This design comes from an exercise in tuning for small area on the open sky130 flow, not from production work. At most, simulation tests tie the RTL to the original design; equivalence was not proved. Function not checked in run 6: the RTL went through the layout flow alone. The flow treats the clock pin as an ideal source, which a real chip does not have. Power is estimated from default activity; no workload was simulated.

--- flow/design.v ---
package isa_pkg;
    localparam int WORD_W   = 16;
    localparam int REG_AW   = 4;
    localparam int MEM_AW   = 8;
    localparam int IMM_W    = 8;
    localparam int NUM_REGS = 16;
    localparam int OPC_LSB = 12;
    localparam int RD_LSB  = 8;
    localparam int RP_LSB  = 4;
    localparam int RQ_LSB  = 0;
    typedef logic [WORD_W-1:0] word_t;      
    typedef logic [REG_AW-1:0] reg_addr_t;
    typedef logic [MEM_AW-1:0] mem_addr_t;  
    typedef logic [IMM_W-1:0]  imm_t;
    typedef enum logic [3:0] {
        ADD = 4'd0,  SUB = 4'd1,  AND = 4'd2,  OR  = 4'd3,
        XOR = 4'd4,  NOT = 4'd5,  SLA = 4'd6,  SRA = 4'd7,
        LI  = 4'd8,  LW  = 4'd9,  SW  = 4'd10, BIZ = 4'd11,
        BNZ = 4'd12, JAL = 4'd13, JMP = 4'd14, JR  = 4'd15
    } opcode_e;
    typedef enum logic [2:0] {
        ALU_ADD = 3'd0,
        ALU_SUB = 3'd1,
        ALU_AND = 3'd2,
        ALU_OR  = 3'd3,
        ALU_XOR = 3'd4,
        ALU_NOT = 3'd5,
        ALU_SLA = 3'd6,
        ALU_SRA = 3'd7
    } alu_op_e;
endpackage
package ctrl_pkg;
    typedef enum logic [1:0] {
        S_FETCH   = 2'd0,
        S_DECODE  = 2'd1,
        S_EXECUTE = 2'd2
    } state_e;
    typedef enum logic [1:0] {
        PC_HOLD = 2'd0,
        PC_INC  = 2'd1,
        PC_REL  = 2'd2,  
        PC_ABS  = 2'd3   
    } pc_op_e;
    typedef enum logic [1:0] {
        WB_ALU  = 2'd0,
        WB_MEM  = 2'd1,
        WB_IMM  = 2'd2,
        WB_LINK = 2'd3
    } wb_sel_e;
endpackage
module alu
(
    input  logic [3:0] op_i,
    input  logic       pd_i,      
    input  logic       b_i,       
    input  logic       a_next_i,  
    input  logic       pc_bit_i,  
    input  logic       inc_bit_i, 
    input  logic       c_i,       
    input  logic       first_i,   
    input  logic       imm_bit_i,
    input  logic       mem_bit_i,
    input  logic       last_i,    
    input  logic       high_i,    
    output logic       y_o,
    output logic       sum_o,
    output logic       cout_o
);
    logic a;
    logic b;
    logic cin;
    logic chain;
    assign a = op_i[3] ? pc_bit_i : pd_i;
    always_comb begin
        if (op_i[3]) begin
            b = imm_bit_i;
        end else begin
            case (op_i[2:0])
                3'd1:    b = ~b_i;    
                3'd5:    b = 1'b1;    
                3'd6:    b = pd_i;    
                default: b = b_i;
            endcase
        end
    end
    assign chain = op_i[3] | ~(op_i[2] ^ op_i[1]);
    assign cin   = (chain & ~first_i) ? c_i : (~op_i[3] & ~op_i[2] & op_i[0]);
    assign sum_o  = a ^ b ^ cin;
    assign cout_o = (a & b) | (a & cin) | (b & cin);
    always_comb begin
        if (op_i[3]) begin
            if (op_i[2])      y_o = inc_bit_i & ~high_i;
            else if (op_i[0]) y_o = mem_bit_i;
            else              y_o = imm_bit_i;
        end else if (op_i[2:1] == 2'b01) begin
            y_o = cout_o;                        
        end else if (op_i[2:0] == 3'b111) begin
            y_o = a_next_i & ~last_i;            
        end else begin
            y_o = sum_o;                         
        end
    end
endmodule
module reg_file
(
    input  logic        clk,
    input  logic [3:0]  hi_n_i,
    input  logic [3:0]  lo_n_i,
    input  logic        wbit_i,
    input  logic [3:0]  p_addr_i,
    input  logic [3:0]  q_addr_i,
    output logic        p_bit_o,  
    output logic        q_bit_o   
);
    logic [15:0] tap1;
    logic [15:0] tap0;
    for (genvar k = 0; k < 16; k++) begin : g_reg
        rf_reg u_reg (
            .clk    (clk),
            .hi_n_i (hi_n_i[k / 4]),
            .lo_n_i (lo_n_i[k % 4]),
            .wbit_i (wbit_i),
            .tap0_o (tap0[k]),
            .tap1_o (tap1[k])
        );
    end
    mux16 u_p_mux (.d_i(tap1), .s_i(p_addr_i), .y_o(p_bit_o));
    mux16 u_q_mux (.d_i(tap0), .s_i(q_addr_i), .y_o(q_bit_o));
endmodule
module rf_reg
(
    input  logic clk,
    input  logic hi_n_i,
    input  logic lo_n_i,
    input  logic wbit_i,
    output logic tap0_o,
    output logic tap1_o
);
    logic [15:0] bits_q;
    logic        we;
    assign we = ~(hi_n_i | lo_n_i);
    always_ff @(posedge clk) begin
        bits_q <= {we ? wbit_i : bits_q[0], bits_q[15:1]};
    end
    assign tap0_o = bits_q[0];
    assign tap1_o = bits_q[1];
endmodule
module mux16
(
    input  logic [15:0] d_i,
    input  logic [3:0]  s_i,
    output logic        y_o
);
    logic [3:0] m;
    for (genvar g = 0; g < 4; g++) begin : g_lo
        mux4 u_lo (.d_i(d_i[4*g +: 4]), .s_i(s_i[1:0]), .y_o(m[g]));
    end
    mux4 u_hi (.d_i(m), .s_i(s_i[3:2]), .y_o(y_o));
endmodule
module mux4
(
    input  logic [3:0] d_i,
    input  logic [1:0] s_i,
    output logic       y_o
);
    assign y_o = d_i[s_i];
endmodule
module program_counter
(
    input  logic        clk,
    input  logic [3:0]  ph_i,
    input  logic        clr_i,
    input  logic [3:0]  op_i,
    input  logic [7:0]  imm_i,
    input  logic [7:0]  target_i,  
    input  logic        nz_i,      
    input  logic        pd_i,      
    output logic        pc_bit_o,
    output logic        inc_bit_o,
    output logic [7:0]  mem_addr_o
);
    logic [7:0] pc_q;
    logic       ic_q;
    logic       ph15;
    logic       first;
    logic       cin;
    logic       is_jr;
    logic       taken;
    logic       d7;
    assign ph15  = (ph_i == 4'd15);
    assign first = (ph_i == 4'd0);
    assign cin       = first ? ~clr_i : ic_q;
    assign inc_bit_o = pc_q[0] ^ cin;
    assign pc_bit_o  = pc_q[0];
    assign is_jr = ~clr_i && (op_i == isa_pkg::JR);
    assign taken = ~clr_i && ((op_i == isa_pkg::JMP) || (op_i == isa_pkg::JAL) ||
                              (op_i == isa_pkg::BIZ && !nz_i) || (op_i == isa_pkg::BNZ && nz_i));
    assign d7    = ph_i[3] ? pc_q[0] : (is_jr ? pd_i : (inc_bit_o & ~clr_i));
    logic [7:0] nxt;
    for (genvar i = 0; i < 8; i++) begin : g_nxt
        mux2 u_nxt (
            .a_i (i == 7 ? d7 : pc_q[(i + 1) % 8]),
            .b_i (target_i[i]),
            .s_i (ph15 && taken),
            .y_o (nxt[i])
        );
        mux2 u_addr (
            .a_i (imm_i[i]),
            .b_i (nxt[i]),
            .s_i (ph15),
            .y_o (mem_addr_o[i])
        );
    end
    always_ff @(posedge clk) begin
        pc_q <= nxt;
        ic_q <= pc_q[0] & cin;
    end
endmodule
module mux2
(
    input  logic a_i,
    input  logic b_i,
    input  logic s_i,
    output logic y_o
);
    assign y_o = s_i ? b_i : a_i;
endmodule
module core_control
(
    input  logic        clk,
    input  logic        rst,
    input  logic [15:0] mem_rdata_i,
    output logic [3:0]  ph_o,
    output logic        clr_o,
    output logic [15:0] ir_o,
    output logic [3:0]  p_addr_o   
);
    logic [3:0]  ph_q;
    logic        clr_q;
    logic [15:0] ir_q;
    logic        ph15;
    assign ph15 = (ph_q == 4'd15);
    always_ff @(posedge clk or posedge rst) begin
        if (rst) begin
            ph_q  <= 4'd0;
            clr_q <= 1'b1;
        end else begin
            ph_q <= ph_q + 4'd1;
            if (ph15) clr_q <= 1'b0;
        end
    end
    logic [15:4] ir_eff;
    for (genvar i = 4; i < 16; i++) begin : g_ir
        mux2 u_ld (.a_i(ir_q[i]), .b_i(mem_rdata_i[i]), .s_i(ph15), .y_o(ir_eff[i]));
    end
    always_ff @(posedge clk) begin
        ir_q[15:4] <= ir_eff;
        if (ph15) ir_q[3:0] <= mem_rdata_i[3:0];
    end
    logic ur;
    assign ur = (ir_eff[15:12] == isa_pkg::SW) || (ir_eff[15:12] == isa_pkg::BIZ) ||
                (ir_eff[15:12] == isa_pkg::BNZ);
    for (genvar i = 0; i < 4; i++) begin : g_p_addr
        mux2 u_sel (.a_i(ir_eff[4+i]), .b_i(ir_eff[8+i]), .s_i(ur), .y_o(p_addr_o[i]));
    end
    assign ph_o  = ph_q;
    assign clr_o = clr_q;
    assign ir_o  = ir_q;
endmodule
module datapath
(
    input  logic        clk,
    input  logic [3:0]  ph_i,
    input  logic        clr_i,
    input  logic [15:0] ir_i,
    input  logic        p_bit_i,
    input  logic        q_bit_i,
    input  logic        pc_bit_i,
    input  logic        inc_bit_i,
    input  logic [15:0] mem_rdata_i,
    output logic [15:0] t_o,
    output logic        nz_o,
    output logic        pd_o,
    output logic [3:0]  hi_n_o,
    output logic [3:0]  lo_n_o,
    output logic        wbit_o,
    output logic [15:0] mem_wdata_o,
    output logic        mem_wr_o
);
    logic [15:0] t_q;      
    logic        pd;       
    logic        z_q;      
    logic        sum;
    logic        br;
    logic        c_q;
    logic        s15_q;
    logic [3:0] op;
    logic [3:0] rd;
    logic [7:0] imm;
    logic       ph15;
    assign op   = ir_i[15:12];
    assign rd   = ir_i[11:8];
    assign imm  = ir_i[7:0];
    assign ph15 = (ph_i == 4'd15);
    assign br = op[3] && (op[2:0] != 3'b010) && (op[2:0] != 3'b111);
    assign pd = t_q[15];
    always_ff @(posedge clk) begin
        t_q   <= {(br && !ph_i[3]) ? sum : p_bit_i, t_q[15:1]};
        z_q   <= (z_q & ~ph15) | p_bit_i;
        s15_q <= mem_rdata_i[15];
    end
    logic imm_bit;
    logic mem_bit;
    logic cout;
    logic y;
    logic wen;
    assign imm_bit = ph_i[3] ? imm[7] : imm[ph_i[2:0]];
    mux16 u_mem_mux (.d_i({s15_q, mem_rdata_i[14:0]}), .s_i(ph_i), .y_o(mem_bit));
    alu u_alu (
        .op_i      (op),
        .pd_i      (pd),
        .b_i       (q_bit_i),
        .a_next_i  (p_bit_i),
        .pc_bit_i  (pc_bit_i),
        .inc_bit_i (inc_bit_i),
        .c_i       (c_q),
        .first_i   (ph_i == 4'd0),
        .imm_bit_i (imm_bit),
        .mem_bit_i (mem_bit),
        .last_i    (ph15),
        .high_i    (ph_i[3]),
        .y_o       (y),
        .sum_o     (sum),
        .cout_o    (cout)
    );
    always_ff @(posedge clk) begin
        c_q <= cout;
    end
    assign wen    = (op <= isa_pkg::LW) || (op == isa_pkg::JAL);
    assign wbit_o = y & ~clr_i;
    always_comb begin
        for (int j = 0; j < 4; j++) begin
            hi_n_o[j] = ~(clr_i || (wen && rd[3:2] == 2'(j)));
            lo_n_o[j] = ~(clr_i || rd[1:0] == 2'(j));
        end
    end
    assign t_o         = t_q;
    assign nz_o        = z_q;
    assign pd_o        = pd;
    assign mem_wdata_o = {p_bit_i, t_q[15:1]};
    assign mem_wr_o    = (ph_i == 4'd14) && (op == isa_pkg::SW) && ~clr_i;
endmodule
module risc16_top
(
    input  logic        clk,
    input  logic        rst,
    input  logic [15:0] mem_rdata_i,
    output logic [7:0]  mem_addr_o,
    output logic [15:0] mem_wdata_o,
    output logic        mem_wr_o
);
    logic [3:0]  ph;
    logic        clr;
    logic [15:0] ir;
    logic [3:0]  p_addr;
    logic        p_bit;
    logic        q_bit;
    logic        pc_bit;
    logic        inc_bit;
    logic        nz;
    logic        pd;
    logic [15:0] t;
    logic [3:0]  hi_n;
    logic [3:0]  lo_n;
    logic        wbit;
    core_control u_core_control (
        .clk         (clk),
        .rst         (rst),
        .mem_rdata_i (mem_rdata_i),
        .ph_o        (ph),
        .clr_o       (clr),
        .ir_o        (ir),
        .p_addr_o    (p_addr)
    );
    reg_file u_reg_file (
        .clk      (clk),
        .hi_n_i   (hi_n),
        .lo_n_i   (lo_n),
        .wbit_i   (wbit),
        .p_addr_i (p_addr),
        .q_addr_i (ir[3:0]),
        .p_bit_o  (p_bit),
        .q_bit_o  (q_bit)
    );
    datapath u_datapath (
        .clk         (clk),
        .ph_i        (ph),
        .clr_i       (clr),
        .ir_i        (ir),
        .p_bit_i     (p_bit),
        .q_bit_i     (q_bit),
        .pc_bit_i    (pc_bit),
        .inc_bit_i   (inc_bit),
        .mem_rdata_i (mem_rdata_i),
        .t_o         (t),
        .nz_o        (nz),
        .pd_o        (pd),
        .hi_n_o      (hi_n),
        .lo_n_o      (lo_n),
        .wbit_o      (wbit),
        .mem_wdata_o (mem_wdata_o),
        .mem_wr_o    (mem_wr_o)
    );
    program_counter u_program_counter (
        .clk        (clk),
        .ph_i       (ph),
        .clr_i      (clr),
        .op_i       (ir[15:12]),
        .imm_i      (ir[7:0]),
        .target_i   (t[8:1]),
        .nz_i       (nz),
        .pd_i       (pd),
        .pc_bit_o   (pc_bit),
        .inc_bit_o  (inc_bit),
        .mem_addr_o (mem_addr_o)
    );
endmodule
--- flow/flow/run.sh ---
#!/bin/bash
# Standard ORFS layout with three changes: ports are buffered with the smallest
# buffer, clock tree synthesis uses larger sink clusters without dummy loads,
# and after CTS logic cells with spare slack are downsized.
set -euo pipefail
bash standard.sh \
  "BUFFER_PORTS_ARGS=-buffer_cell sky130_fd_sc_hd__buf_1" \
  "CTS_ARGS=-sink_clustering_enable -repair_clock_nets -dont_use_dummy_load -sink_clustering_size 34 -sink_clustering_max_diameter 100 -root_buf sky130_fd_sc_hd__clkbuf_4 -tree_buf sky130_fd_sc_hd__clkbuf_4" \
  "POST_CTS_TCL=$PWD/flow/post_cts.tcl" \
  finish > orfs_make.log 2>&1
--- flow/flow/downsize.tcl ---
# Try each logic cell at the smallest drive strength of its family that keeps
# setup slack above a margin and adds no max-slew or max-capacitance violation.
proc my_area { m } { return [expr {[$m getWidth] * [$m getHeight]}] }
proc my_downsize { margin } {
  set db [ord::get_db]
  array set fam {}
  set dont_use {}
  if {[info exists ::env(DONT_USE_CELLS)]} { set dont_use $::env(DONT_USE_CELLS) }
  foreach lib [$db getLibs] {
    foreach m [$lib getMasters] {
      set n [$m getName]
      if {[lsearch -exact $dont_use $n] >= 0} continue
      if {[regexp {^(sky130_fd_sc_hd__[a-z0-9]+)_([0-9]+)$} $n -> base drv]} {
        lappend fam($base) [list $n [my_area $m]]
      }
    }
  }
  estimate_parasitics -placement
  set slew0 [sta::max_slew_violation_count]
  set cap0 [sta::max_capacitance_violation_count]
  set n_changed 0
  set saved 0
  foreach inst [[ord::get_db_block] getInsts] {
    set m [$inst getMaster]
    set n [$m getName]
    if {![regexp {^(sky130_fd_sc_hd__[a-z0-9]+)_([0-9]+)$} $n -> base drv]} continue
    if {[regexp {clkbuf|clkinv|clkdly|df|dl|tap|fill|decap|conb|probe} $base]} continue
    if {![info exists fam($base)]} continue
    set a0 [my_area $m]
    set cands [lsort -real -index 1 $fam($base)]
    foreach c $cands {
      lassign $c cn ca
      if {$ca >= $a0} break
      replace_cell [$inst getName] $cn
      estimate_parasitics -placement
      set ws [sta::time_sta_ui [sta::worst_slack_cmd max]]
      set wh [sta::time_sta_ui [sta::worst_slack_cmd min]]
      if {$ws >= $margin && $wh >= 0 && [sta::max_slew_violation_count] <= $slew0 && [sta::max_capacitance_violation_count] <= $cap0} {
        incr n_changed
        set saved [expr {$saved + $a0 - $ca}]
        break
      }
      replace_cell [$inst getName] $n
    }
  }
  estimate_parasitics -placement
  puts "my_downsize: $n_changed cells downsized, [expr {$saved / 1e6}] um2 saved"
}
--- flow/flow/post_cts.tcl ---
# After CTS: downsize logic cells that have timing slack to spare, then
# legalize the placement again.
source [file join [file dirname [info script]] downsize.tcl]
my_downsize 0.3
detailed_placement
check_placement -verbose
--- flow/standard.sh ---
#!/bin/bash
# synth_recipe.tcl (not shown) runs the flow's synth.tcl, then flattens the netlist and writes it again
# the make line also repeats each setting of config.mk as NAME=value (left out here)
make -C /OpenROAD-flow-scripts/flow DESIGN_CONFIG=/design/flow/config.mk WORK_HOME=/design/flow/orfs CLKGATE_MAP_FILE= SYNTH_SCRIPT=/design/flow/synth_recipe.tcl "${@:-finish}"
--- flow/config.mk ---
export PLATFORM = sky130hd
export DESIGN_NAME = risc16_top
export DESIGN_NICKNAME = risc16_top
export VERILOG_FILES = /design/flow/design.v
export SDC_FILE = /design/flow/constraint.sdc
export NUM_CORES = 4
export LEC_CHECK = 0
export CAP_MARGIN = 20
export CORE_MARGIN = 2
export CORE_UTILIZATION = 75
export SLEW_MARGIN = 20
export SYNTH_HIERARCHICAL = 1
export SYNTH_MINIMUM_KEEP_SIZE = 0
--- flow/constraint.sdc ---
create_clock -name core_clock -period 8.0 [get_ports {clk}]
set_input_delay 1.6000 -clock core_clock [delete_from_list [all_inputs] [get_ports {clk}]]
set_output_delay 1.6000 -clock core_clock [all_outputs]
set_load 0.01 [all_outputs]
==> flow_metrics.py, run 1 <==
metrics = {
    "run_status": {
        "status": "no timing/DRC/antenna violations",
    },
    "timing": {
        "period_share": 0.8109,
        "slew_headroom": 0.4354,
        "fmax_mhz": 154.2,
        "rsz0062_at_grt": "false",
        "setup_viol": 0,
        "hold_viol_final": 0,
        "fin_skew_ns": 0.1079,
        "fin_crit_ns": 6.487,
        "finalSetupTns_ns": 0,
        "tightest_slew_ns": 0.8431,
        "maxSlewViolCount": 0,
    },
    "global_route": {
        "grt_pass1_wl_um": 22070,
        "grt_antenna_before_repair": 1,
        "grt_util_met2": 0.4422,
        "grtUsageTotal": 0.2609,
        "busiest_layer": "met2",
        "global_route.usage.met1": 0.3468,
        "gr-total-overflow": 0,
        "first_global_vias": 3856,
        "use_met3": 0.04195,
        "grt_max_degree": 35,
    },
    "setup_path": {
        "arrival_ns": 4.89,
        "ff2ff_setup_slack_ns": 2.53,
        "cp-start-kind": "flop",
        "r2r-start": "u_core_control.ph_q[0]",
        "r2r-end": "u_reg_file.g_reg[10].u_reg.bits_q[15]",
        "critPathKind": "flop to output pin",
        "cp-end-kind": "output pin",
        "ff2ff_path_depth": 12,
        "critPathMaxFanout": 17,
        "required_ns": 6.40,
    },
    "worst_hold_path": {
        "holdPathStages": 0,
        "min_from": "u_reg_file.g_reg[10].u_reg.bits_q[3]",
        "hold_path.class": "flop to flop",
        "min_delay_worst_endpoint": "u_reg_file.g_reg[10].u_reg.bits_q[2]",
    },
    "place": {
        "gp_congestion": 0.8798,
        "hpwlAfterDp_um": 8681,
        "numPortBuffers": 42,
        "dp.cells": 650,
    },
    "floorplanning": {
        "start_util": 0.7723,
        "ioPinCount": 43,
        "num_rows": 37,
        "core_area_sq_mm": 0.01028,
        "fp.dieH_um": 106.9,
        "dieArea_sq_mm": 0.01142,
        "fp.dieW_um": 106.9,
    },
    "synth": {
        "syn_nets": 507,
        "yosys_warnings": 11,
        "syn_inst": 485,
        "synth.cell_area_sq_mm": 0.007938,
        "synth_area_per_cell_sq_um": 16.37,
    },
    "power": {
        "p_per_area_mw_per_mm2": 280.9,
        "p_leak_nw": 3.314,
        "power.total_mw": 2.323,
        "worst_ir_drop_vdd_mv": 0.2507,
    },
    "clock_tree": {
        "clock_sinks": 304,
        "cts_tree": "yes",
        "clk_pin_slew_ns": 0.12,
        "clk_latency_ns": 0.65,
    },
    "route": {
        "ant_nets": 0,
        "drtPass1Iterations": 4,
        "routed_wl_um": 14240,
        "num_vias": 3741,
        "vias_per_cell": 5.651,
        "drc": 0,
        "wire_per_inst_um": 21.51,
        "drtIter0Drc": 240,
    },
    "finish": {
        "layout-drive-gt1-share": 0.06274,
        "utilization": 0.8045,
        "layout.nets": 550,
        "fillCellCount": 542,
        "stdcell_count": 662,
        "syn_to_final_growth_pct": 4.161,
        "diodes": 0,
    },
    "flow_run": {
        "drv_cap": 0,
    },
}
-- stage by stage --
stage	area [sq um]	hold slack, ns	setup WS, ns
after global routing	8268	0.2455	1.256
after floorplan	7938	0.3096	2.708
after global placement	8164	0.3105	2.526
after detailed placement	8164	0.3121	2.436
final	8268	0.2404	1.513
-- state kept, by name (all words and copies together) (netlist names) --
signal,count
u_core_control.clr_q,1
u_core_control.ir_q,16
u_core_control.ph_q,4
u_datapath.c_q,1
u_datapath.s15_q,1
u_datapath.t_q,15
u_datapath.z_q,1
u_program_counter.ic_q,1
u_program_counter.pc_q,8
u_reg_file.g.u_reg.bits_q,256
-- routing by layer --
metal	wire length (um)	share of wire
met1	5855	0.41
met2	7088	0.50
met3	840	0.059
met4	455	0.032
met5	0	0
-- layout make-up --
| type | instances | area [sq um] | area share |
|---|---|---|---|
| Sequential cell | 304 | 6152 | 0.7441 |
| Clock buffer | 12 | 247.7 | 0.02996 |
| Tap cell | 136 | 170.2 | 0.02058 |
| Inverter | 11 | 41.29 | 0.004994 |
| Timing Repair Buffer | 42 | 157.7 | 0.01907 |
| Multi-Input combinational cell | 157 | 1499 | 0.1813 |
-- worst max-delay path by stage --
stage / slack [ns] / start / end / cells past startpoint
final: 1.51 / u_core_control.ph_q[0] / mem_wdata_o[15] / 9
after floorplan: 2.71 / mem_rdata_i[12] / mem_wdata_o[15] / 7
after global routing: 1.26 / u_core_control.ph_q[0] / mem_wdata_o[15] / 9
after global placement: 2.53 / mem_rdata_i[12] / mem_wdata_o[15] / 8
after detailed placement: 2.44 / mem_rdata_i[12] / mem_wdata_o[15] / 8
-- critical path: stages, from the launching register on --
cell and delay (ns):
dfrtp_1 0.82, ha_1 0.30, and3_1 0.66, mux2_1 0.44
nor3b_1 0.23, o21a_1 0.28, mux2_1 0.45, mux4_2 0.45
mux4_2 0.53, buf_1 0.17
-- where the power goes --
part           total, mW  switching (mW)  internal, mW
combinational     0.0845          0.0485        0.0360
sequential          1.61          0.0333          1.58
clock              0.626           0.405         0.221
-- placed cells by master (no fill, tap or decap), types with 4 or more instances in the layout --
master and n:
a31oi_1 6, nand2_1 6, clkbuf_16 9, dfrtp_1 4, mux4_2 16, a21oi_1 9
nand3_1 5, mux2i_1 6, nor2_1 22, mux2_1 48, edfxtp_1 4, nor2b_1 4
dfxtp_1 295, inv_1 11, buf_1 42
==> run 2: changes to the inputs <==
==> flow/flow/run.sh (replaced) <==
#!/bin/bash
# Standard ORFS layout with three changes: ports are buffered with the smallest
# buffer, clock tree synthesis uses larger sink clusters without dummy loads,
# and after CTS logic cells with spare slack are downsized.
set -euo pipefail
bash standard.sh \
  "BUFFER_PORTS_ARGS=-buffer_cell sky130_fd_sc_hd__buf_1" \
  "CTS_ARGS=-sink_clustering_enable -repair_clock_nets -dont_use_dummy_load -sink_clustering_size 32 -sink_clustering_max_diameter 150 -root_buf sky130_fd_sc_hd__clkbuf_4 -tree_buf sky130_fd_sc_hd__clkbuf_4" \
  "POST_CTS_TCL=$PWD/flow/post_cts.tcl" \
  finish > orfs_make.log 2>&1
==> run 2 against run 1 <==
Still clean on timing, DRC and antenna. Cell area up 0.30%. Synthesized area stayed put. Non-clock buffer count unchanged. Worst hold slack improved by 0.042 ns. Final cell count is 0.15% higher. Worst setup slack worse by 0.12 ns. Global-route usage grew 0.19 points. Count of clock-buffer cells in the layout up 1. Total power is 1.2% higher. Wire length up 0.73%. Clock skew shrank 0.045 ns. Die area is the same. Critical path type unchanged. Largest power group unchanged.
==> flow_metrics.py, run 2 <==
metrics = {
    "run_status": {
        "status": "no timing/DRC/antenna violations",
    },
    "route": {
        "m1WireLength_um": 6023,
        "drtPass1Iterations": 7,
        "route.met3.wl_um": 904,
        "num_vias": 3750,
        "wl_met2_um": 6976,
        "drtIter0Drc": 291,
        "routed_wl_um": 14340,
        "drc": 0,
        "ant_nets": 0,
        "wire_per_inst_um": 21.63,
        "vias_per_cell": 5.656,
        "top_layer": "met5",
    },
    "setup_path": {
        "path_cells": "ha_1 -> and3_1 -> mux2_1 -> nor3b_1 -> o21a_1 -> mux2_1 -> mux4_2 -> mux4_2 -> buf_1",
        "crit_slowest_cell": "dfrtp_1",
        "required_ns": 6.40,
        "critPathKind": "flop to output pin",
        "worst-path-buf-inv": 1,
        "arrival_ns": 5.00,
        "cp-start-kind": "flop",
        "crit_family": "multiplexers",
        "critPathMaxFanout": 17,
        "cp-end-kind": "output pin",
        "max_stage_delay_ns": 0.81,
    },
    "finish": {
        "diodes": 0,
        "syn_to_final_growth_pct": 4.477,
        "design_area_sq_mm": 0.008293,
        "multi_input_area_sq_mm": 0.001499,
        "utilization": 0.8069,
        "layout_commonest_cell": "dfxtp_1",
        "top_regs": "u_reg_file.g.u_reg.bits_q x256, u_core_control.ir_q x16, u_datapath.t_q x15",
        "layout.nets": 551,
        "regMostFlops": "u_reg_file.g.u_reg.bits_q",
        "layout.cells.most_common_list": "dfxtp_1, mux2_1, buf_1",
        "stdcell_count": 663,
        "ff_latch_area_sq_mm": 0.006152,
        "fillCellCount": 523,
        "largest_register_ffs": 256,
        "layout-drive-gt1-share": 0.06452,
    },
    "worst_hold_path": {
        "hold_path.class": "flop to flop",
    },
    "power": {
        "p_per_area_mw_per_mm2": 283.4,
        "p_leak_nw": 3.326,
        "worst_ir_drop_vdd_mv": 0.2841,
        "power.total_mw": 2.350,
    },
    "floorplanning": {
        "dieArea_sq_mm": 0.01142,
        "fp.dieH_um": 106.9,
        "ioPinCount": 43,
        "num_rows": 37,
        "core_area_sq_mm": 0.01028,
        "start_util": 0.7723,
        "fp.dieW_um": 106.9,
    },
    "timing": {
        "finalSetupTns_ns": 0,
        "rsz0062_at_grt": "false",
        "maxSlewViolCount": 0,
        "fin_skew_ns": 0.06316,
        "tightest_slew_ns": 0.8071,
        "hold_viol_final": 0,
        "period_share": 0.8254,
        "fmax_mhz": 151.4,
        "fin_crit_ns": 6.603,
        "whs_ns": 0.2824,
        "setup_viol": 0,
        "slew_headroom": 0.4620,
        "worst_slack_ns": 1.397,
    },
    "clock_tree": {
        "cts_tree": "yes",
        "clk_latency_ns": 0.64,
        "clk_pin_slew_ns": 0.11,
        "clock_sinks": 304,
    },
    "place": {
        "dp.cells": 650,
        "hpwlAfterDp_um": 8681,
        "dpl_cell_area_sq_mm": 0.008164,
        "gp_congestion": 0.8798,
        "dpl_worst_slack_ns": 2.436,
        "numPortBuffers": 42,
    },
    "global_route": {
        "gr-total-overflow": 0,
        "grt_antenna_before_repair": 1,
        "grt_max_degree": 33,
        "first_global_vias": 3789,
        "grt_pass1_wl_um": 22060,
        "grtUsageTotal": 0.2629,
    },
    "synth": {
        "synth_area_per_cell_sq_um": 16.37,
        "yosys_warnings": 11,
        "synth.cell_area_sq_mm": 0.007938,
        "syn_inst": 485,
        "syn_nets": 507,
    },
    "flow_run": {
        "drv_cap": 0,
    },
}
run 2: worst paths after layout:
path                                                 startpoint                                    end  slack [ns]  cells past startpoint
max in group asynchronous                                   rst                   u_core_control.clr_q        6.89                      2
max reg2reg                              u_core_control.ph_q[0]  u_reg_file.g_reg[13].u_reg.bits_q[15]        2.54                     12
max                                      u_core_control.ph_q[0]                        mem_wdata_o[15]        1.40                      9
min in group asynchronous                                   rst                 u_core_control.ph_q[1]        0.86                      2
min reg2reg                u_reg_file.g_reg[3].u_reg.bits_q[11]   u_reg_file.g_reg[3].u_reg.bits_q[10]        0.28                      0
min                        u_reg_file.g_reg[3].u_reg.bits_q[11]   u_reg_file.g_reg[3].u_reg.bits_q[10]        0.28                      0
run 2: layout make-up:
| type | instances | area share |
|---|---|---|
| timing repair buffer | 42 | 0.01901 |
| clock buffer | 13 | 0.03289 |
| sequential | 304 | 0.7419 |
| multi-input combinational | 157 | 0.1807 |
| tap | 136 | 0.02052 |
| inverter | 11 | 0.004979 |
run 2: per-layer routing:
metal | GRT usage | up-vias
li1 | - | 1706
met1 | 0.3585 | 1840
met2 | 0.4318 | 162
met3 | 0.05046 | 40
met4 | 0.08349 | 2
met5 | 0 | -
run 2: worst reg2reg max path: stages (launching register included):
cell and delay, ns:
dfrtp_1 0.81, ha_1 0.32, and3_1 0.70, mux2_1 0.43, nor3b_1 0.26, o21a_1 0.27
mux2_1 0.46, mux4_2 0.37, mux4_2 0.28, or4b_1 0.44, a31oi_1 0.12, nor2b_2 0.64
mux2_1 0.29
run 2: report_power, final:
part | total (mW) | switching, mW | internal, mW | leakage [nW]
Sequential | 1.61 | 0.0334 | 1.58 | 2.50
Clock | 0.654 | 0.411 | 0.242 | 0.137
Combinational | 0.0841 | 0.0480 | 0.0361 | 0.693
Total | 2.35 | 0.493 | 1.86 | 3.33
==> run 3: changes to the inputs <==
==> flow/flow/run.sh (replaced) <==
#!/bin/bash
# Standard ORFS layout with three changes: ports are buffered with the smallest
# buffer, clock tree synthesis uses larger sink clusters without dummy loads,
# and after CTS logic cells with spare slack are downsized.
set -euo pipefail
bash standard.sh \
  "BUFFER_PORTS_ARGS=-buffer_cell sky130_fd_sc_hd__buf_1" \
  "CTS_ARGS=-sink_clustering_enable -repair_clock_nets -dont_use_dummy_load -sink_clustering_size 34 -sink_clustering_max_diameter 150 -root_buf sky130_fd_sc_hd__clkbuf_4 -tree_buf sky130_fd_sc_hd__clkbuf_4" \
  "POST_CTS_TCL=$PWD/flow/post_cts.tcl" \
  finish > orfs_make.log 2>&1
==> run 3 against run 2 <==
Clock skew grew 0.045 ns. Sequential share of layout area is 0.22 points higher. Cell area is 0.30% lower. Combinational power is 0.5% higher. Synthesized cell count stayed put. Sequential cell count stayed put. Fmax rose by 1.8%. First-iteration DRC count fell by 18%. Final cell count down 0.15%. Critical path depth did not move. Worst setup slack gained 0.12 ns. Synthesized area unchanged. Largest cell class unchanged.
==> flow_metrics.py, run 3 <==
metrics = {
    "finish": {
        "regMostFlops": "u_reg_file.g.u_reg.bits_q",
        "syn_to_final_growth_pct": 4.161,
        "layout-drive-gt1-share": 0.06274,
        "design_area_sq_mm": 0.008268,
        "largest_register_ffs": 256,
        "diodes": 0,
        "top_regs": "u_reg_file.g.u_reg.bits_q x256, u_core_control.ir_q x16, u_datapath.t_q x15",
        "layout.cells.most_common_list": "dfxtp_1, mux2_1, buf_1",
        "layout.nets": 550,
        "layout_commonest_cell": "dfxtp_1",
        "utilization": 0.8045,
    },
    "setup_path": {
        "critPathKind": "flop to output pin",
        "cp-end-kind": "output pin",
        "worst-path-buf-inv": 1,
        "crit_family": "multiplexers",
        "max_stage_delay_ns": 0.82,
        "cp-start-kind": "flop",
        "startpoint": "u_core_control.ph_q[0]",
        "path_cells": "ha_1 -> and3_1 -> mux2_1 -> nor3b_1 -> o21a_1 -> mux2_1 -> mux4_2 -> mux4_2 -> buf_1",
        "required_ns": 6.40,
        "crit_slowest_cell": "dfrtp_1",
        "critPathMaxFanout": 17,
        "r2r-start": "u_core_control.ph_q[0]",
        "arrival_ns": 4.89,
    },
    "floorplanning": {
        "num_rows": 37,
        "start_util": 0.7723,
        "core_area_sq_mm": 0.01028,
        "ioPinCount": 43,
        "dieArea_sq_mm": 0.01142,
        "fp.dieH_um": 106.9,
        "fp.dieW_um": 106.9,
    },
    "power": {
        "worst_ir_drop_vdd_mv": 0.2507,
        "internal_power_mw": 1.836,
        "p_per_area_mw_per_mm2": 280.9,
        "combPwrFrac": 0.036,
        "power.total_mw": 2.323,
        "power_frac_seq": 0.694,
        "sw_frac_of_total": 0.2095,
        "p_leak_nw": 3.314,
        "pwr-share-clk": 0.270,
        "p_switching_mw": 0.4865,
    },
    "timing": {
        "finalSetupTns_ns": 0,
        "fmax_mhz": 154.2,
        "hold_viol_final": 0,
        "maxSlewViolCount": 0,
        "slew_headroom": 0.4354,
        "tightest_slew_ns": 0.8431,
        "fin_skew_ns": 0.1079,
        "setup_viol": 0,
        "fin_crit_ns": 6.487,
        "rsz0062_at_grt": "false",
        "period_share": 0.8109,
    },
    "run_status": {
        "status": "no timing/DRC/antenna violations",
    },
    "route": {
        "drtIter0Drc": 240,
        "num_vias": 3741,
        "routed_wl_um": 14240,
        "ant_nets": 0,
        "vias_per_cell": 5.651,
        "drtPass1Iterations": 4,
        "drc": 0,
        "wire_per_inst_um": 21.51,
    },
    "synth": {
        "synth.cell_area_sq_mm": 0.007938,
        "yosys_warnings": 11,
        "syn_nets": 507,
        "syn_inst": 485,
        "synth_area_per_cell_sq_um": 16.37,
    },
    "clock_tree": {
        "clock_sinks": 304,
        "cts_tree": "yes",
        "clk_pin_slew_ns": 0.12,
        "clk_latency_ns": 0.65,
    },
    "global_route": {
        "grt_pass1_wl_um": 22070,
        "grtUsageTotal": 0.2609,
        "grt_antenna_before_repair": 1,
        "grt_max_degree": 35,
        "first_global_vias": 3856,
        "gr-total-overflow": 0,
    },
    "worst_hold_path": {
        "hold_path.class": "flop to flop",
        "min_from": "u_reg_file.g_reg[10].u_reg.bits_q[3]",
    },
    "place": {
        "numPortBuffers": 42,
        "dpl_cell_area_sq_mm": 0.008164,
        "gp_congestion": 0.8798,
        "hpwlAfterDp_um": 8681,
    },
    "flow_run": {
        "drv_cap": 0,
    },
}
[run 3: layout make-up]
cell class              count  area, sq um
well taps                 136        170.2
inverters                  11        41.29
repair buffers             42        157.7
multi-input cells         157         1499
fillers                   542         2009
clock buffers              12        247.7
flip-flops and latches    304         6152
[run 3: final timing paths]
path / slack (ns) / end / cells past startpoint
max: 1.51 / mem_wdata_o[15] / 9
min: 0.24 / u_reg_file.g_reg[10].u_reg.bits_q[2] / 0
max reg2reg: 2.53 / u_reg_file.g_reg[10].u_reg.bits_q[15] / 12
min reg2reg: 0.24 / u_reg_file.g_reg[10].u_reg.bits_q[2] / 0
max in group asynchronous: 6.87 / u_core_control.clr_q / 2
min in group asynchronous: 0.88 / u_core_control.ph_q[3] / 2
[run 3: per-stage QoR]
stage | cells | setup slack (ns) | hold slack, ns
after floorplan | 485 | 2.708 | 0.3096
after global placement | 650 | 2.526 | 0.3105
after detailed placement | 650 | 2.436 | 0.3121
after global routing | 662 | 1.256 | 0.2455
final | 662 | 1.513 | 0.2404
[run 3: per-layer routing]
metal  share of wire  wire, um  track usage  up-vias
met5               0         0            0        -
met1            0.41      5855       0.3468     1855
li1                -         -            -     1707
met3           0.059       840      0.04195       36
met4           0.032       455      0.08720        0
met2            0.50      7088       0.4422      143
[run 3: power by group through the flow]
stage | clock [mW] | sequential [mW] | combinational [mW]
finish | 0.626 | 1.61 | 0.0845
global route | 0.679 | 1.62 | 0.0904
detailed placement | 0 | 1.64 | 0.0911
global placement | 0 | 1.64 | 0.0847
floorplan | 0 | 1.63 | 0.0698
==> run 4: changes to the inputs <==
--- a/flow/config.mk
+++ b/flow/config.mk
@@ -7,7 +7,8 @@
 export LEC_CHECK = 0
 export CAP_MARGIN = 20
 export CORE_MARGIN = 2
-export CORE_UTILIZATION = 75
+export CORE_UTILIZATION = 80
+export PLACE_DENSITY = 0.85
 export SLEW_MARGIN = 20
 export SYNTH_HIERARCHICAL = 1
 export SYNTH_MINIMUM_KEEP_SIZE = 0
==> run 4 against run 3 <==
The run now fails in clock tree synthesis. Synthesized area did not move. Synthesized cell count did not move.
==> flow_metrics.py, run 4 <==
metrics = {
    "place": {
        "hpwlAfterDp_um": 9580,
        "gp_congestion": 0.8782,
        "numPortBuffers": 42,
        "dpl_cell_area_sq_mm": 0.008160,
    },
    "synth": {
        "syn_nets": 507,
        "synth.cell_area_sq_mm": 0.007938,
        "synth_area_per_cell_sq_um": 16.37,
        "syn_inst": 485,
        "yosys_warnings": 11,
    },
    "floorplanning": {
        "fp.dieH_um": 103.6,
        "num_rows": 36,
        "fp.dieW_um": 103.6,
        "start_util": 0.8196,
        "ioPinCount": 43,
    },
    "run_status": {
        "tool.error": "[ERROR DPL-0033] detailed placement checks failed during check placement.",
        "stop_stage": "clock tree synthesis",
        "status": "stopped before the end",
    },
}
-- run 4: worst max path at each step --
stage / start / to / slack [ns] / cells past startpoint
after detailed placement: mem_rdata_i[13] / mem_wdata_o[15] / 2.41 / 8
after global placement: mem_rdata_i[12] / mem_wdata_o[15] / 2.53 / 8
after floorplan: mem_rdata_i[12] / mem_wdata_o[15] / 2.71 / 7
-- run 4: metrics by stage --
stage          power [mW]  setup WS, ns    util  cells
3_3_place_gp        1.726         2.535  0.8426    647
3_5_place_dp        1.736         2.409  0.8426    647
2_1_floorplan       1.703         2.708       -    485
-- run 4: power by group through the flow --
stage          sequential [mW]  combinational (mW)  clock, mW
2_1_floorplan             1.63              0.0698          0
3_3_place_gp              1.64              0.0850          0
3_5_place_dp              1.64              0.0911          0
==> run 5: changes to the inputs <==
--- a/flow/config.mk
+++ b/flow/config.mk
@@ -7,8 +7,8 @@
 export LEC_CHECK = 0
 export CAP_MARGIN = 20
 export CORE_MARGIN = 2
-export CORE_UTILIZATION = 80
-export PLACE_DENSITY = 0.85
+export CORE_UTILIZATION = 70
+export PLACE_DENSITY = 0.75
 export SLEW_MARGIN = 20
 export SYNTH_HIERARCHICAL = 1
 export SYNTH_MINIMUM_KEEP_SIZE = 0
==> run 5 against run 4 <==
Synthesized cell count stayed put. Now clean on timing, DRC and antenna. Synthesized area stayed put.
==> flow_metrics.py, run 5 <==
metrics = {
    "finish": {
        "layout.cells.most_common_list": "dfxtp_1, mux2_1, buf_1",
        "layout.nets": 550,
        "stdcell_count": 666,
        "syn_to_final_growth_pct": 4.224,
        "regMostFlops": "u_reg_file.g.u_reg.bits_q",
        "utilization": 0.7565,
        "fillCellCount": 637,
        "largest_register_ffs": 256,
        "diodes": 0,
        "top_regs": "u_reg_file.g.u_reg.bits_q x256, u_core_control.ir_q x16, u_datapath.t_q x15",
        "layout-drive-gt1-share": 0.06274,
        "design_area_sq_mm": 0.008273,
        "layout_commonest_cell": "dfxtp_1",
    },
    "synth": {
        "syn_inst": 485,
        "syn_nets": 507,
        "synth.cell_area_sq_mm": 0.007938,
        "yosys_warnings": 11,
        "synth_area_per_cell_sq_um": 16.37,
    },
    "place": {
        "numPortBuffers": 42,
        "dpl_worst_slack_ns": 2.489,
        "hpwlAfterDp_um": 7979,
        "dp.cells": 654,
        "gp_congestion": 0.8549,
        "dpl_cell_area_sq_mm": 0.008169,
    },
    "timing": {
        "fin_crit_ns": 6.527,
        "maxSlewViolCount": 0,
        "worst_slack_ns": 1.473,
        "slew_headroom": 0.4682,
        "period_share": 0.8158,
        "finalSetupTns_ns": 0,
        "whs_ns": 0.3118,
        "fmax_mhz": 153.2,
        "tightest_slew_ns": 0.7977,
        "hold_viol_final": 0,
        "rsz0062_at_grt": "false",
        "setup_viol": 0,
        "fin_skew_ns": 0.03306,
    },
    "global_route": {
        "gr-total-overflow": 0,
        "grtUsageTotal": 0.2106,
        "grt_antenna_before_repair": 0,
        "grt_max_degree": 35,
        "grt_pass1_wl_um": 20310,
        "first_global_vias": 3716,
    },
    "clock_tree": {
        "clock_sinks": 304,
        "clk_latency_ns": 0.60,
        "cts_tree": "yes",
        "clk_pin_slew_ns": 0.11,
    },
    "power": {
        "p_leak_nw": 3.314,
        "p_switching_mw": 0.4637,
        "worst_ir_drop_vdd_mv": 0.2614,
        "power_frac_seq": 0.700,
        "internal_power_mw": 1.836,
        "sw_frac_of_total": 0.2017,
        "pwr-share-clk": 0.265,
        "combPwrFrac": 0.035,
        "p_per_area_mw_per_mm2": 277.9,
        "power.total_mw": 2.299,
    },
    "setup_path": {
        "critPathKind": "flop to output pin",
        "cp-start-kind": "flop",
        "cp-end-kind": "output pin",
        "r2r-end": "u_reg_file.g_reg[8].u_reg.bits_q[15]",
        "r2r-start": "u_core_control.ph_q[0]",
        "startpoint": "u_core_control.ph_q[0]",
        "required_ns": 6.40,
        "ff2ff_path_depth": 12,
        "critPathCapture": "mem_wdata_o[15]",
        "arrival_ns": 4.93,
        "ff2ff_setup_slack_ns": 2.60,
        "critPathMaxFanout": 17,
    },
    "route": {
        "routed_wl_um": 12450,
        "wire_per_inst_um": 18.70,
        "drtPass1Iterations": 4,
        "num_vias": 3549,
        "drtIter0Drc": 287,
        "vias_per_cell": 5.329,
        "ant_nets": 0,
        "drc": 0,
    },
    "floorplanning": {
        "ioPinCount": 43,
        "fp.dieH_um": 110.5,
        "core_area_sq_mm": 0.01094,
        "fp.dieW_um": 110.5,
        "dieArea_sq_mm": 0.01221,
        "num_rows": 38,
        "start_util": 0.7259,
    },
    "flow_run": {
        "drv_cap": 0,
    },
    "run_status": {
        "status": "no timing/DRC/antenna violations",
    },
    "worst_hold_path": {
        "hold_path.class": "flop to flop",
    },
}
[run 5: routing by layer]
metal | up-vias | wire length, um | global-route usage
li1 | 1702 | - | -
met1 | 1732 | 5560 | 0.2951
met2 | 87 | 6080 | 0.3526
met3 | 28 | 438 | 0.02634
met4 | 0 | 374 | 0.05583
met5 | - | 0 | 0
[run 5: power groups by stage]
stage | clock, mW | combinational, mW | sequential (mW)
final | 0.610 | 0.0799 | 1.61
after global routing | 0.674 | 0.0876 | 1.62
after detailed placement | 0 | 0.0878 | 1.64
after global placement | 0 | 0.0848 | 1.64
after floorplan | 0 | 0.0698 | 1.63
[run 5: area by class of cell]
| class | instances | area (sq um) | area share |
|---|---|---|---|
| Multi-Input combinational cell | 157 | 1499 | 0.1812 |
| Timing Repair Buffer | 42 | 157.7 | 0.01906 |
| Inverter | 11 | 41.29 | 0.004991 |
| Clock buffer | 12 | 247.7 | 0.02995 |
| Tap cell | 140 | 175.2 | 0.02117 |
| Sequential cell | 304 | 6152 | 0.7436 |
[run 5: worst min-delay path by stage]
stage	from	to	slack (ns)	cells after the start
6_report	u_reg_file.g_reg[3].u_reg.bits_q[8]	u_reg_file.g_reg[3].u_reg.bits_q[7]	0.31	0
5_1_grt	u_reg_file.g_reg[12].u_reg.bits_q[15]	u_reg_file.g_reg[12].u_reg.bits_q[14]	0.31	0
3_5_place_dp	u_reg_file.g_reg[2].u_reg.bits_q[14]	u_reg_file.g_reg[2].u_reg.bits_q[13]	0.31	0
3_3_place_gp	u_reg_file.g_reg[7].u_reg.bits_q[2]	u_reg_file.g_reg[7].u_reg.bits_q[1]	0.31	0
2_1_floorplan	u_reg_file.g_reg[0].u_reg.bits_q[11]	u_reg_file.g_reg[0].u_reg.bits_q[10]	0.31	0
[run 5: worst max-delay path, cell delays in order (launching register included)]
cell	delay [ns]
dfrtp_1	0.82
ha_1	0.29
and3_1	0.68
mux2_1	0.42
nor3b_1	0.22
o21a_1	0.26
mux2_1	0.46
mux4_2	0.48
mux4_2	0.53
buf_1	0.16
==> run 6: changes to the inputs <==
--- a/flow/design.v
+++ b/flow/design.v
@@ -48,59 +48,6 @@
         WB_LINK = 2'd3
     } wb_sel_e;
 endpackage
-module alu
-(
-    input  logic [3:0] op_i,
-    input  logic       pd_i,      
-    input  logic       b_i,       
-    input  logic       a_next_i,  
-    input  logic       pc_bit_i,  
-    input  logic       inc_bit_i, 
-    input  logic       c_i,       
-    input  logic       first_i,   
-    input  logic       imm_bit_i,
-    input  logic       mem_bit_i,
-    input  logic       last_i,    
-    input  logic       high_i,    
-    output logic       y_o,
-    output logic       sum_o,
-    output logic       cout_o
-);
-    logic a;
-    logic b;
-    logic cin;
-    logic chain;
-    assign a = op_i[3] ? pc_bit_i : pd_i;
-    always_comb begin
-        if (op_i[3]) begin
-            b = imm_bit_i;
-        end else begin
-            case (op_i[2:0])
-                3'd1:    b = ~b_i;    
-                3'd5:    b = 1'b1;    
-                3'd6:    b = pd_i;    
-                default: b = b_i;
-            endcase
-        end
-    end
-    assign chain = op_i[3] | ~(op_i[2] ^ op_i[1]);
-    assign cin   = (chain & ~first_i) ? c_i : (~op_i[3] & ~op_i[2] & op_i[0]);
-    assign sum_o  = a ^ b ^ cin;
-    assign cout_o = (a & b) | (a & cin) | (b & cin);
-    always_comb begin
-        if (op_i[3]) begin
-            if (op_i[2])      y_o = inc_bit_i & ~high_i;
-            else if (op_i[0]) y_o = mem_bit_i;
-            else              y_o = imm_bit_i;
-        end else if (op_i[2:1] == 2'b01) begin
-            y_o = cout_o;                        
-        end else if (op_i[2:0] == 3'b111) begin
-            y_o = a_next_i & ~last_i;            
-        end else begin
-            y_o = sum_o;                         
-        end
-    end
-endmodule
 module reg_file
 (
     input  logic        clk,
@@ -316,23 +263,42 @@
     logic wen;
     assign imm_bit = ph_i[3] ? imm[7] : imm[ph_i[2:0]];
     mux16 u_mem_mux (.d_i({s15_q, mem_rdata_i[14:0]}), .s_i(ph_i), .y_o(mem_bit));
-    alu u_alu (
-        .op_i      (op),
-        .pd_i      (pd),
-        .b_i       (q_bit_i),
-        .a_next_i  (p_bit_i),
-        .pc_bit_i  (pc_bit_i),
-        .inc_bit_i (inc_bit_i),
-        .c_i       (c_q),
-        .first_i   (ph_i == 4'd0),
-        .imm_bit_i (imm_bit),
-        .mem_bit_i (mem_bit),
-        .last_i    (ph15),
-        .high_i    (ph_i[3]),
-        .y_o       (y),
-        .sum_o     (sum),
-        .cout_o    (cout)
-    );
+    logic ph0;
+    assign ph0 = (ph_i == 4'd0);
+    logic a;
+    logic b;
+    logic cin;
+    logic chain;
+    assign a = op[3] ? pc_bit_i : pd;
+    always_comb begin
+        if (op[3]) begin
+            b = imm_bit;
+        end else begin
+            case (op[2:0])
+                3'd1:    b = ~q_bit_i;    
+                3'd5:    b = 1'b1;    
+                3'd6:    b = pd;    
+                default: b = q_bit_i;
+            endcase
+        end
+    end
+    assign chain = op[3] | ~(op[2] ^ op[1]);
+    assign cin   = (chain & ~ph0) ? c_q : (~op[3] & ~op[2] & op[0]);
+    assign sum  = a ^ b ^ cin;
+    assign cout = (a & b) | (a & cin) | (b & cin);
+    always_comb begin
+        if (op[3]) begin
+            if (op[2])      y = inc_bit_i & ~ph_i[3];
+            else if (op[0]) y = mem_bit;
+            else              y = imm_bit;
+        end else if (op[2:1] == 2'b01) begin
+            y = cout;                        
+        end else if (op[2:0] == 3'b111) begin
+            y = p_bit_i & ~ph15;            
+        end else begin
+            y = sum;                         
+        end
+    end
     always_ff @(posedge clk) begin
         c_q <= cout;
     end
==> flow/flow/run.sh (replaced) <==
#!/bin/bash
# Standard ORFS layout with three changes: ports are buffered with the smallest
# buffer, clock tree synthesis uses larger sink clusters without dummy loads,
# and after CTS logic cells with spare slack are downsized.
set -euo pipefail
bash standard.sh \
  "BUFFER_PORTS_ARGS=-buffer_cell sky130_fd_sc_hd__buf_1" \
  "CTS_ARGS=-sink_clustering_enable -repair_clock_nets -dont_use_dummy_load -sink_clustering_size 32 -sink_clustering_max_diameter 150 -root_buf sky130_fd_sc_hd__clkbuf_4 -tree_buf sky130_fd_sc_hd__clkbuf_4" \
  "POST_CTS_TCL=$PWD/flow/post_cts.tcl" \
  finish > orfs_make.log 2>&1
--- a/flow/config.mk
+++ b/flow/config.mk
@@ -7,8 +7,7 @@
 export LEC_CHECK = 0
 export CAP_MARGIN = 20
 export CORE_MARGIN = 2
-export CORE_UTILIZATION = 70
-export PLACE_DENSITY = 0.75
+export CORE_UTILIZATION = 75
 export SLEW_MARGIN = 20
 export SYNTH_HIERARCHICAL = 1
 export SYNTH_MINIMUM_KEEP_SIZE = 0
==> run 6 against run 5 <==
Synthesized area barely moved. Synthesized cell count up 0.21%. Sequential share of layout area fell by 0.21 points.
==> flow_metrics.py, run 6 <==
metrics = {
    "power": {
        "p_leak_nw": 3.284,
        "power.total_mw": 2.350,
        "p_per_area_mw_per_mm2": 283.3,
        "worst_ir_drop_vdd_mv": 0.2201,
    },
    "setup_path": {
        "critPathMaxFanout": 17,
        "arrival_ns": 5.00,
        "ff2ff_setup_slack_ns": 2.51,
        "critPathCapture": "mem_wdata_o[15]",
        "critPathKind": "flop to output pin",
        "r2r-end": "u_reg_file.g_reg[2].u_reg.bits_q[15]",
        "ff2ff_path_depth": 12,
        "required_ns": 6.40,
        "r2r-start": "u_core_control.ph_q[0]",
        "startpoint": "u_core_control.ph_q[0]",
        "cp-end-kind": "output pin",
        "cp-start-kind": "flop",
    },
    "finish": {
        "layout.nets": 550,
        "stdcell_count": 663,
        "layout-drive-gt1-share": 0.05894,
        "layout.cells.most_common_list": "dfxtp_1, mux2_1, buf_1",
        "regMostFlops": "u_reg_file.g.u_reg.bits_q",
        "largest_register_ffs": 256,
        "syn_to_final_growth_pct": 4.573,
        "top_regs": "u_reg_file.g.u_reg.bits_q x256, u_core_control.ir_q x16, u_datapath.t_q x15",
        "design_area_sq_mm": 0.008297,
        "layout_commonest_cell": "dfxtp_1",
    },
    "timing": {
        "tightest_slew_ns": 0.8025,
        "hold_viol_final": 0,
        "setup_viol": 0,
        "fin_crit_ns": 6.604,
        "period_share": 0.8255,
        "slew_headroom": 0.4650,
        "rsz0062_at_grt": "false",
        "finalSetupTns_ns": 0,
        "fmax_mhz": 151.4,
        "fin_skew_ns": 0.06871,
        "worst_slack_ns": 1.396,
        "maxSlewViolCount": 0,
    },
    "route": {
        "m1WireLength_um": 5807,
        "wl_met2_um": 6661,
        "routed_wl_um": 13700,
        "drc": 0,
        "wire_per_inst_um": 20.67,
        "top_layer": "met4",
        "num_vias": 3671,
        "drtIter0Drc": 267,
        "vias_per_cell": 5.537,
        "ant_nets": 0,
        "drtPass1Iterations": 6,
        "route.met3.wl_um": 714,
    },
    "place": {
        "dpl_worst_slack_ns": 2.449,
        "dp.cells": 649,
        "gp_congestion": 0.8652,
        "numPortBuffers": 42,
        "hpwlAfterDp_um": 8341,
        "dpl_cell_area_sq_mm": 0.008159,
    },
    "synth": {
        "synth_area_per_cell_sq_um": 16.32,
        "syn_inst": 486,
        "synth.cell_area_sq_mm": 0.007934,
        "yosys_warnings": 10,
        "syn_nets": 508,
    },
    "clock_tree": {
        "clk_latency_ns": 0.64,
        "clock_sinks": 304,
        "clk_pin_slew_ns": 0.12,
        "cts_tree": "yes",
    },
    "flow_run": {
        "drv_cap": 0,
    },
    "run_status": {
        "status": "no timing/DRC/antenna violations",
    },
    "floorplanning": {
        "fp.dieW_um": 106.9,
        "dieArea_sq_mm": 0.01142,
        "start_util": 0.7720,
        "ioPinCount": 43,
        "fp.dieH_um": 106.9,
        "core_area_sq_mm": 0.01028,
        "num_rows": 37,
    },
    "global_route": {
        "grtUsageTotal": 0.2506,
        "grt_antenna_before_repair": 1,
        "grt_max_degree": 33,
        "gr-total-overflow": 0,
        "first_global_vias": 3795,
        "grt_pass1_wl_um": 21480,
    },
    "worst_hold_path": {
        "hold_path.class": "flop to flop",
    },
}
run 6: cell type report:
class	instances	area, sq um
Sequential cell	304	6152
Fill cell	525	1981
Multi-Input combinational cell	160	1515
Clock buffer	13	272.8
Tap cell	136	170.2
Timing Repair Buffer	42	157.7
Inverter	7	26.28
Antenna cell	1	2.502
run 6: how the worst min path moves through the flow:
stage,start,to,slack (ns),cells past startpoint
2_1_floorplan,u_reg_file.g_reg[0].u_reg.bits_q[11],u_reg_file.g_reg[0].u_reg.bits_q[10],0.31,0
3_3_place_gp,u_reg_file.g_reg[12].u_reg.bits_q[13],u_reg_file.g_reg[12].u_reg.bits_q[12],0.31,0
3_5_place_dp,u_reg_file.g_reg[15].u_reg.bits_q[15],u_reg_file.g_reg[15].u_reg.bits_q[14],0.31,0
5_1_grt,u_reg_file.g_reg[13].u_reg.bits_q[7],u_reg_file.g_reg[13].u_reg.bits_q[6],0.30,0
6_report,u_reg_file.g_reg[13].u_reg.bits_q[7],u_reg_file.g_reg[13].u_reg.bits_q[6],0.29,0
run 6: routing by layer:
| layer | vias up | global-route usage |
|---|---|---|
| met3 | 48 | 0.03647 |
| met2 | 141 | 0.4240 |
| met5 | - | 0 |
| li1 | 1704 | - |
| met1 | 1778 | 0.3352 |
| met4 | 0 | 0.08720 |
run 6: per-stage QoR:
step	hold slack (ns)	utilization
after floorplan	0.3096	-
after global routing	0.2973	0.8073
after detailed placement	0.3121	0.7939
after global placement	0.3100	0.7939
final	0.2934	0.8073
run 6: critical path, stage by stage (launching register included):
cell and delay, ns:
dfrtp_1 0.72, ha_1 0.27, and3_1 0.69, mux2_1 0.43
nor3b_1 0.30, o21a_1 0.30, mux2_1 0.46, mux4_2 0.47
mux4_2 0.53, buf_1 0.18
run 6: where the power goes:
group	switching [mW]	leakage, nW	internal [mW]
Clock	0.416	0.137	0.242
Combinational	0.0464	0.649	0.0348
Sequential	0.0314	2.50	1.58
Total	0.494	3.28	1.86

-- static timing again, ports no longer ideal --
How much do the figures lean on ideal ports? The routed layouts below were timed once more, with nothing changed but the port constraints. Step 1 (the two cells are an assumption about what drives the block):
set clk [get_ports {clk}]
set_driving_cell -lib_cell sky130_fd_sc_hd__clkbuf_16 $clk
set_driving_cell -lib_cell sky130_fd_sc_hd__buf_2 [delete_from_list [all_inputs] $clk]
Step 2 adds t to the input delays and takes it off the output delays; t is the mean of the earliest and latest rising clock arrival at the registers after step 1. Input paths then give back, and output paths get back, about the clock's delay inside the block. Slacks: ideal / step 1 / step 2; pairs: ideal / step 1.
run | shift t [ns] | setup WS [ns] | latest minus earliest clock arrival (ns) | worst slew at a driven data input, ns
run 1 | 0.629 | 1.513 / 1.479 / 2.107 | 0.111 / 0.111 | 0.06
run 2 | 0.650 | 1.397 / 1.360 / 2.010 | 0.064 / 0.064 | 0.06
run 3 | 0.629 | 1.513 / 1.479 / 2.107 | 0.111 / 0.111 | 0.06
run 5 | 0.613 | 1.473 / 1.442 / 2.055 | 0.038 / 0.037 | 0.06
run 6 | 0.640 | 1.396 / 1.363 / 2.003 | 0.075 / 0.074 | 0.06
After both steps every run listed still meets setup and hold.
